Context: an optimization exercise on an open-source flow, tuned for small area and a short achievable clock period. The choices shown serve that exercise and are no tape-out recipe.
At most, simulation tests tie the RTL to the original design; equivalence was not proved.
Power is estimated from default activity; no workload was simulated.

== before ==
==> flow/design.v (excerpt) <==
module fano_decoder (
    input  logic       clk,
    input  logic       nlocal_rst,
    input  logic       i_vld,
    input  logic [1:0] i_branch,
    output logic       o_vld,
    output logic       o_dec_sym
);
Settings: LEC_CHECK=0, CAP_MARGIN=20, CORE_MARGIN=2, CORE_UTILIZATION=40, CTS_BUF_LIST=sky130_fd_sc_hd__clkbuf_16, CTS_CLUSTER_DIAMETER=100, CTS_CLUSTER_SIZE=20, SETUP_SLACK_MARGIN=4.3, SLEW_MARGIN=20; clock period 7.0 ns.
run.sh (not shown) runs the stock make flow with config.mk's settings and CLKGATE_MAP_FILE= SYNTH_SCRIPT=/design/flow/synth_recipe.tcl, a recipe that flattens the netlist after the stock synthesis.
Per the final summary, before finished and its layout is clean on timing, DRC and antenna.
Inputs modified between before and after:
diff --git a/flow/design.v b/flow/design.v
--- a/flow/design.v
+++ b/flow/design.v
@@ -77,24 +77,26 @@
     logic         bbm_vld_q;
     logic         tap_q;         
     logic         v_rx_d_q;      
     logic         v_rx_p_q;
     logic         v_worse_q;
     logic         bm_pos_q;      
     logic         bm_n18_q;      
     logic         sym_q;         
     logic [R:0]   dp;            
+    logic [7:0]   plo_q;         
+    logic [5:0]   phi_q;         
     logic [R-1:0] rsel;          
     logic         r_rx_d, r_rx_p, r_worse;
     logic         v_eq;
     logic signed [15:0] bm;
     always_comb begin
-        for (int i = 0; i <= R; i++) dp[i] = (pointer_q == 6'(i));
+        for (int i = 0; i <= R; i++) dp[i] = plo_q[i % 8] & phi_q[i / 8];
         for (int i = 0; i < R; i++) rsel[i] = calc_back_q ? dp[i] : dp[i+1];
     end
     always_comb begin
         r_rx_d = 1'b0; r_rx_p = 1'b0; r_worse = 1'b0;
         for (int i = 0; i < R; i++) begin
             r_rx_d  = r_rx_d  | (rsel[i] & rx_d_q[i]);
             r_rx_p  = r_rx_p  | (rsel[i] & rx_p_q[i]);
             r_worse = r_worse | (rsel[i] & worse_q[i]);
         end
@@ -296,50 +298,45 @@
     end
     logic       sat;         
     logic       p39;
     logic       p38;
     assign sat = dp[40];
     assign p39 = dp[39];
     assign p38 = dp[38];
     logic [5:0]   ptr_nv;        
     logic [5:0]   ptr_v;         
-    logic [W-1:0] dec_nv, dec_v;
-    logic [R-1:0] worse_nv, worse_v;
     logic [M:0]   hist_nv, hist_v;
     logic         refill;        
     always_comb begin
         if (mv_fwd) ptr_nv = pointer_q - 6'd1;
         else if (mv_back && !sat) ptr_nv = pointer_q + 6'd1;
         else ptr_nv = pointer_q;
         if (sat) ptr_v = mv_fwd ? 6'd39 : 6'd40;
         else if (mv_fwd) ptr_v = pointer_q;
         else if (mv_back) ptr_v = p39 ? 6'd40 : pointer_q + 6'd2;
         else ptr_v = pointer_q + 6'd1;
     end
     assign pointer_n = i_vld ? ptr_v : ptr_nv;
+    logic [W-1:0] dec_w;
+    logic [R-1:0] worse_w;
     always_comb begin
-        dec_nv   = dec_q;
-        worse_nv = worse_q;
-        dec_v    = {dec_q[W-2:0], 1'b0};
-        worse_v  = {worse_q[R-2:0], 1'b0};
+        dec_w   = dec_q;
+        worse_w = worse_q;
         for (int i = 0; i < R; i++) begin
-            if (mv_fwd && dp[i+1]) dec_nv[i] = sym_q;
-            if (mv_fwd && dp[i]) dec_v[i] = sym_q;
-            if (mv_fwd && (i + 2 <= R) && dp[(i+2 <= R) ? i+2 : R]) worse_nv[i] = 1'b0;
-            if (mv_fwd && dp[i+1]) worse_v[i] = 1'b0;
-            if (mv_invert && dp[i+1]) worse_nv[i] = 1'b1;
-            if (mv_invert && dp[i]) worse_v[i] = 1'b1;
-            if (mv_clear && dp[i+1]) worse_nv[i] = 1'b0;
-            if (mv_clear && dp[i]) worse_v[i] = 1'b0;
+            if (mv_fwd && dp[i+1]) dec_w[i] = sym_q;
+            if ((mv_invert || mv_clear) && dp[i+1]) worse_w[i] = mv_invert;
+            if (i + 2 <= R) begin
+                if (mv_fwd && dp[(i + 2 <= R) ? i + 2 : R]) worse_w[i] = 1'b0;
+            end
         end
     end
-    assign dec_n   = i_vld ? dec_v : dec_nv;
-    assign worse_n = i_vld ? worse_v : worse_nv;
+    assign dec_n   = i_vld ? {dec_w[W-2:0], 1'b0} : dec_w;
+    assign worse_n = i_vld ? {worse_w[R-2:0], 1'b0} : worse_w;
     always_comb begin
         refill = 1'b0;
         for (int i = 0; i + 25 < W; i++) refill = refill | (dp[i] & dec_q[i+25]);
     end
     always_comb begin
         hist_nv = hist_q;
         if (mv_fwd) hist_nv = {hist_q[M-1:0], sym_q};
         else if (mv_back && !sat) hist_nv = {refill, hist_q[M:1]};
         if ((sat & ~mv_fwd) | (p39 & mv_back)) hist_nv[M] = 1'b0;
@@ -347,24 +344,28 @@
         if (mv_fwd) hist_v = sat ? {hist_q[M-2:0], sym_q, dec_q[38]} : {hist_q[M-1:0], sym_q};
         else if (sat) hist_v = {hist_q[M-1:0], dec_q[39]};
         else if (mv_back && !p39) hist_v = {refill, hist_q[M:1]};
         if (((sat | p39) & ~mv_fwd) | (p38 & mv_back)) hist_v[M] = 1'b0;
     end
     assign hist_n = i_vld ? hist_v : hist_nv;
     always_ff @(posedge clk) begin
         if (!nlocal_rst) begin
             pointer_q <= '0;
+            plo_q     <= 8'd1;
+            phi_q     <= 6'd1;
             dec_q     <= '0;
             worse_q   <= '0;
             hist_q    <= '0;
             o_vld     <= 1'b0;
         end else begin
             pointer_q <= pointer_n;
+            plo_q     <= 8'd1 << pointer_n[2:0];
+            phi_q     <= 6'd1 << pointer_n[5:3];
             dec_q     <= dec_n;
             worse_q   <= worse_n;
             hist_q    <= hist_n;
             o_vld     <= i_vld;
         end
     end
     always_ff @(posedge clk) begin
         if (i_vld) begin
             rx_d_q    <= {rx_d_q[R-2:0], i_branch[1]};
Findings:
- Changes observed in after relative to before: utilization shrank by 1.4 points; initial core utilization has remained practically unchanged.
- Against before, after reports a headroom to the max-slew limit that is higher.
- In after, the cell total after placement came out 55 below the value in before.
- Compare after and before | critical path depth higher: before
- Global-route usage in after vs before: down 2.3 points
- Destination of the critical timing path: d_q[13]$_DFF_P_ -> after, v_worse_q$_DFF_P_ -> before
- Comparing combinational share of power for after and before, the bigger number came from before.
- For area used by multi-input combinational logic, dividing the value from after by the value from before gives 0.918.
- Summary of after over before: total length of routed wires shows a reduction of 13%; summed area of non-filler cells in the final layout shows a reduction of 5.3%; final cell count without fillers shows a reduction of 113; leakage power of the design shows a reduction of 0.81 nW; number of antenna violations at the first check in global routing shows no meaningful change.
The RTL of after was laid out without a check of its function.


== old ==
fano_decoder, a different RTL version from the one above (not shown whole).
Size in the first run: about 320 flip-flops, roughly 7 I/O pins, ~18000 um2 of cells after synthesis.
Settings: LEC_CHECK=0, CAP_MARGIN=20, CORE_MARGIN=2, CORE_UTILIZATION=40, CTS_BUF_LIST=sky130_fd_sc_hd__clkbuf_16, CTS_CLUSTER_DIAMETER=100, CTS_CLUSTER_SIZE=20, PLACE_DENSITY=0.7, SETUP_SLACK_MARGIN=4.5, SLEW_MARGIN=20; clock period 7.0 ns.
For new, these inputs were changed with respect to old:
diff --git a/flow/design.v b/flow/design.v
--- a/flow/design.v
+++ b/flow/design.v
@@ -363,13 +363,11 @@
             o_vld     <= i_vld;
         end
     end
     always_ff @(posedge clk) begin
         if (i_vld) begin
             rx_d_q    <= {rx_d_q[R-2:0], i_branch[1]};
             rx_p_q    <= {rx_p_q[R-2:0], i_branch[0]};
+            o_dec_sym <= dec_q[W-1];
         end
     end
-    always_ff @(posedge clk) begin
-        o_dec_sym <= dec_q[W-1];
-    end
 endmodule
## What came out
Run comparison: old end of the critical path v_worse_q$_DFF_P_; new end of the critical path d_q[16]$_DFF_P_
Summary of new over old: maximum operating frequency down about 2.7%, sum of internal, switching and leakage power saw little to no change.
Sort old and new by final hold slack, descending, and new comes first.
new reports its source of the critical timing path as fenc_vld_q$_SDFF_PN0_ while old reports i_vld.
Layout overhead on the synthesized area is higher on new
In new, buffer and inverter count on the worst path is lower than in old.
Changes observed in new relative to old: clock power held; proportion of synthesized area in mux cells went down 0.58 points.
Function not checked in old: the RTL went through the layout flow alone.


Another version of the RTL of fano_decoder (not shown whole).
Size in the first run: ~2100 cells after synthesis, about 320 flip-flops, roughly 7 I/O pins, ~0.018 mm² of cells after synthesis.
clock: 7.0 ns
lec_check: 0
cap_margin: 20
core_margin: 2
core_utilization: 40
cts_buf_list: sky130_fd_sc_hd__clkbuf_16
cts_cluster_diameter: 100
cts_cluster_size: 20
setup_slack_margin: 4.5
slew_margin: 20
Next try:
--- a/flow/design.v
+++ b/flow/design.v
@@ -28,17 +28,19 @@
     localparam int R = fano_pkg::RX_LEN;
     localparam int M = fano_pkg::CODE_MEM;
     logic [R-1:0]   rx_d_q;      
     logic [R-1:0]   rx_p_q;      
     logic [R-1:0]   worse_q;
     logic [W-1:0]   dec_q;
     logic [M:0]     hist_q;      
+    logic [5:0]     pointer_q;   
     logic [R-1:0]   worse_n;
     logic [W-1:0]   dec_n;
     logic [M:0]     hist_n;
+    logic [5:0]     pointer_n;
     function automatic logic pick_dec(logic [W-1:0] vec, logic [6:0] idx);
         pick_dec = (idx < 7'(W)) ? vec[idx[5:0]] : 1'b0;
     endfunction
     logic [4:0]   state_q;       
     logic [4:0]   state_n;
     logic signed [13:0] tq_q;        
     logic signed [15:0] t_q;
@@ -77,16 +79,16 @@
     logic         v_rx_d_q;      
     logic         v_rx_p_q;
     logic         v_worse_q;
     logic         bm_pos_q;      
     logic         bm_n18_q;      
     logic         sym_q;         
     logic [R:0]   dp;            
-    logic [7:0]   plo_q;
-    logic [5:0]   phi_q;
+    logic [7:0]   plo_q;         
+    logic [5:0]   phi_q;         
     logic [R-1:0] rsel;          
     logic         r_rx_d, r_rx_p, r_worse;
     logic         v_eq;
     logic signed [15:0] bm;
     always_comb begin
         for (int i = 0; i <= R; i++) dp[i] = plo_q[i % 8] & phi_q[i / 8];
         for (int i = 0; i < R; i++) rsel[i] = calc_back_q ? dp[i] : dp[i+1];
@@ -296,41 +298,28 @@
     end
     logic       sat;         
     logic       p39;
     logic       p38;
     assign sat = dp[40];
     assign p39 = dp[39];
     assign p38 = dp[38];
+    logic [5:0]   ptr_nv;        
+    logic [5:0]   ptr_v;         
     logic [M:0]   hist_nv, hist_v;
     logic         refill;        
-    logic         pm1, pz, pp1, pp2;       
-    logic         p_up, p_dn;              
-    logic [7:0]   plo_n;
-    logic [5:0]   phi_n;
     always_comb begin
-        pm1 = 1'b0; pz = 1'b0; pp1 = 1'b0; pp2 = 1'b0;
-        if (i_vld) begin
-            if (sat) begin
-                if (mv_fwd) pm1 = 1'b1;
-                else pz = 1'b1;
-            end else if (mv_fwd) pz = 1'b1;
-            else if (mv_back && !p39) pp2 = 1'b1;
-            else pp1 = 1'b1;
-        end else begin
-            if (mv_fwd) pm1 = 1'b1;
-            else if (mv_back && !sat) pp1 = 1'b1;
-            else pz = 1'b1;
-        end
-        for (int i = 0; i < 8; i++)
-            plo_n[i] = (pm1 & plo_q[(i + 1) % 8]) | (pz & plo_q[i]) |
-                       (pp1 & plo_q[(i + 7) % 8]) | (pp2 & plo_q[(i + 6) % 8]);
-        p_up  = (pp1 & plo_q[7]) | (pp2 & (plo_q[6] | plo_q[7]));
-        p_dn  = pm1 & plo_q[0];
-        phi_n = p_up ? {phi_q[4:0], 1'b0} : (p_dn ? {1'b0, phi_q[5:1]} : phi_q);
+        if (mv_fwd) ptr_nv = pointer_q - 6'd1;
+        else if (mv_back && !sat) ptr_nv = pointer_q + 6'd1;
+        else ptr_nv = pointer_q;
+        if (sat) ptr_v = mv_fwd ? 6'd39 : 6'd40;
+        else if (mv_fwd) ptr_v = pointer_q;
+        else if (mv_back) ptr_v = p39 ? 6'd40 : pointer_q + 6'd2;
+        else ptr_v = pointer_q + 6'd1;
     end
+    assign pointer_n = i_vld ? ptr_v : ptr_nv;
     logic [W-1:0] dec_w;
     logic [R-1:0] worse_w;
     always_comb begin
         dec_w   = dec_q;
         worse_w = worse_q;
         for (int i = 0; i < R; i++) begin
             if (mv_fwd && dp[i+1]) dec_w[i] = sym_q;
@@ -356,23 +345,25 @@
         else if (sat) hist_v = {hist_q[M-1:0], dec_q[39]};
         else if (mv_back && !p39) hist_v = {refill, hist_q[M:1]};
         if (((sat | p39) & ~mv_fwd) | (p38 & mv_back)) hist_v[M] = 1'b0;
     end
     assign hist_n = i_vld ? hist_v : hist_nv;
     always_ff @(posedge clk) begin
         if (!nlocal_rst) begin
+            pointer_q <= '0;
             plo_q     <= 8'd1;
             phi_q     <= 6'd1;
             dec_q     <= '0;
             worse_q   <= '0;
             hist_q    <= '0;
             o_vld     <= 1'b0;
         end else begin
-            plo_q     <= plo_n;
-            phi_q     <= phi_n;
+            pointer_q <= pointer_n;
+            plo_q     <= 8'd1 << pointer_n[2:0];
+            phi_q     <= 6'd1 << pointer_n[5:3];
             dec_q     <= dec_n;
             worse_q   <= worse_n;
             hist_q    <= hist_n;
             o_vld     <= i_vld;
         end
     end
     always_ff @(posedge clk) begin
Outcome: The changed run went through all stages and came out clean; first-iteration DRC count decreases by a few percent; setup slack improves by 59 ps; cell area climbs by a few percent; wire length came out higher slightly; sequential share of layout area goes down by 0.55 points; global-route usage drops by 0.22 points; clock power barely changes; flip-flop and latch count goes up by 6; via count climbs by a few percent; synthesized area goes up by a few percent; worst hold slack is about the same; die area grows by a few percent.
Function not checked in the second run of this note: the RTL went through the layout flow alone.

-- re-timing with driven ports --
The flow's constraints put no driver on any port. The routed layouts listed below were extracted and timed again, unchanged, in two steps.
Step 1 assumes that a clkbuf_16 drives the clock port and a buf_2 every other input.
Step 2 adds t to the input delays and takes it off the output delays; t is the mean of the earliest and latest rising clock arrival at the registers after step 1. Input paths then give back, and output paths get back, about the clock's delay inside the block.
Three values: no drivers, after step 1, after step 2; two values: the first two.
| run | t (ns) | setup WS [ns] | hold WS [ns] | worst slew at a driven data input, ns | pins driven straight from the clock port |
|---|---|---|---|---|---|
| before | 0.609 | 4.187 / 4.187 / 3.693 | 0.463 / 0.463 / 0.463 | 0.06 | 1 |
| after | 0.593 | 4.357 / 4.320 / 3.726 | 0.459 / 0.459 / 0.459 | 0.14 | 1 |
| old | 0.586 | 4.533 / 4.484 / 3.898 | 0.373 / 0.373 / 0.373 | 0.16 | 1 |
| new | 0.598 | 4.464 / 4.423 / 3.825 | 0.449 / 0.449 / 0.449 | 0.16 | 1 |
| the first run of note 3 | 0.602 | 4.453 / 4.399 / 3.827 | 0.452 / 0.452 / 0.452 | 0.21 | 1 |
| the second run of note 3 | 0.607 | 4.513 / 4.374 / 3.766 | 0.454 / 0.454 / 0.454 | 0.19 | 1 |
After both steps every run listed still meets setup and hold. The setup slack of the second run of note 3, which loses most, moves by -0.139 ns with the drivers and by -0.747 ns with both steps.
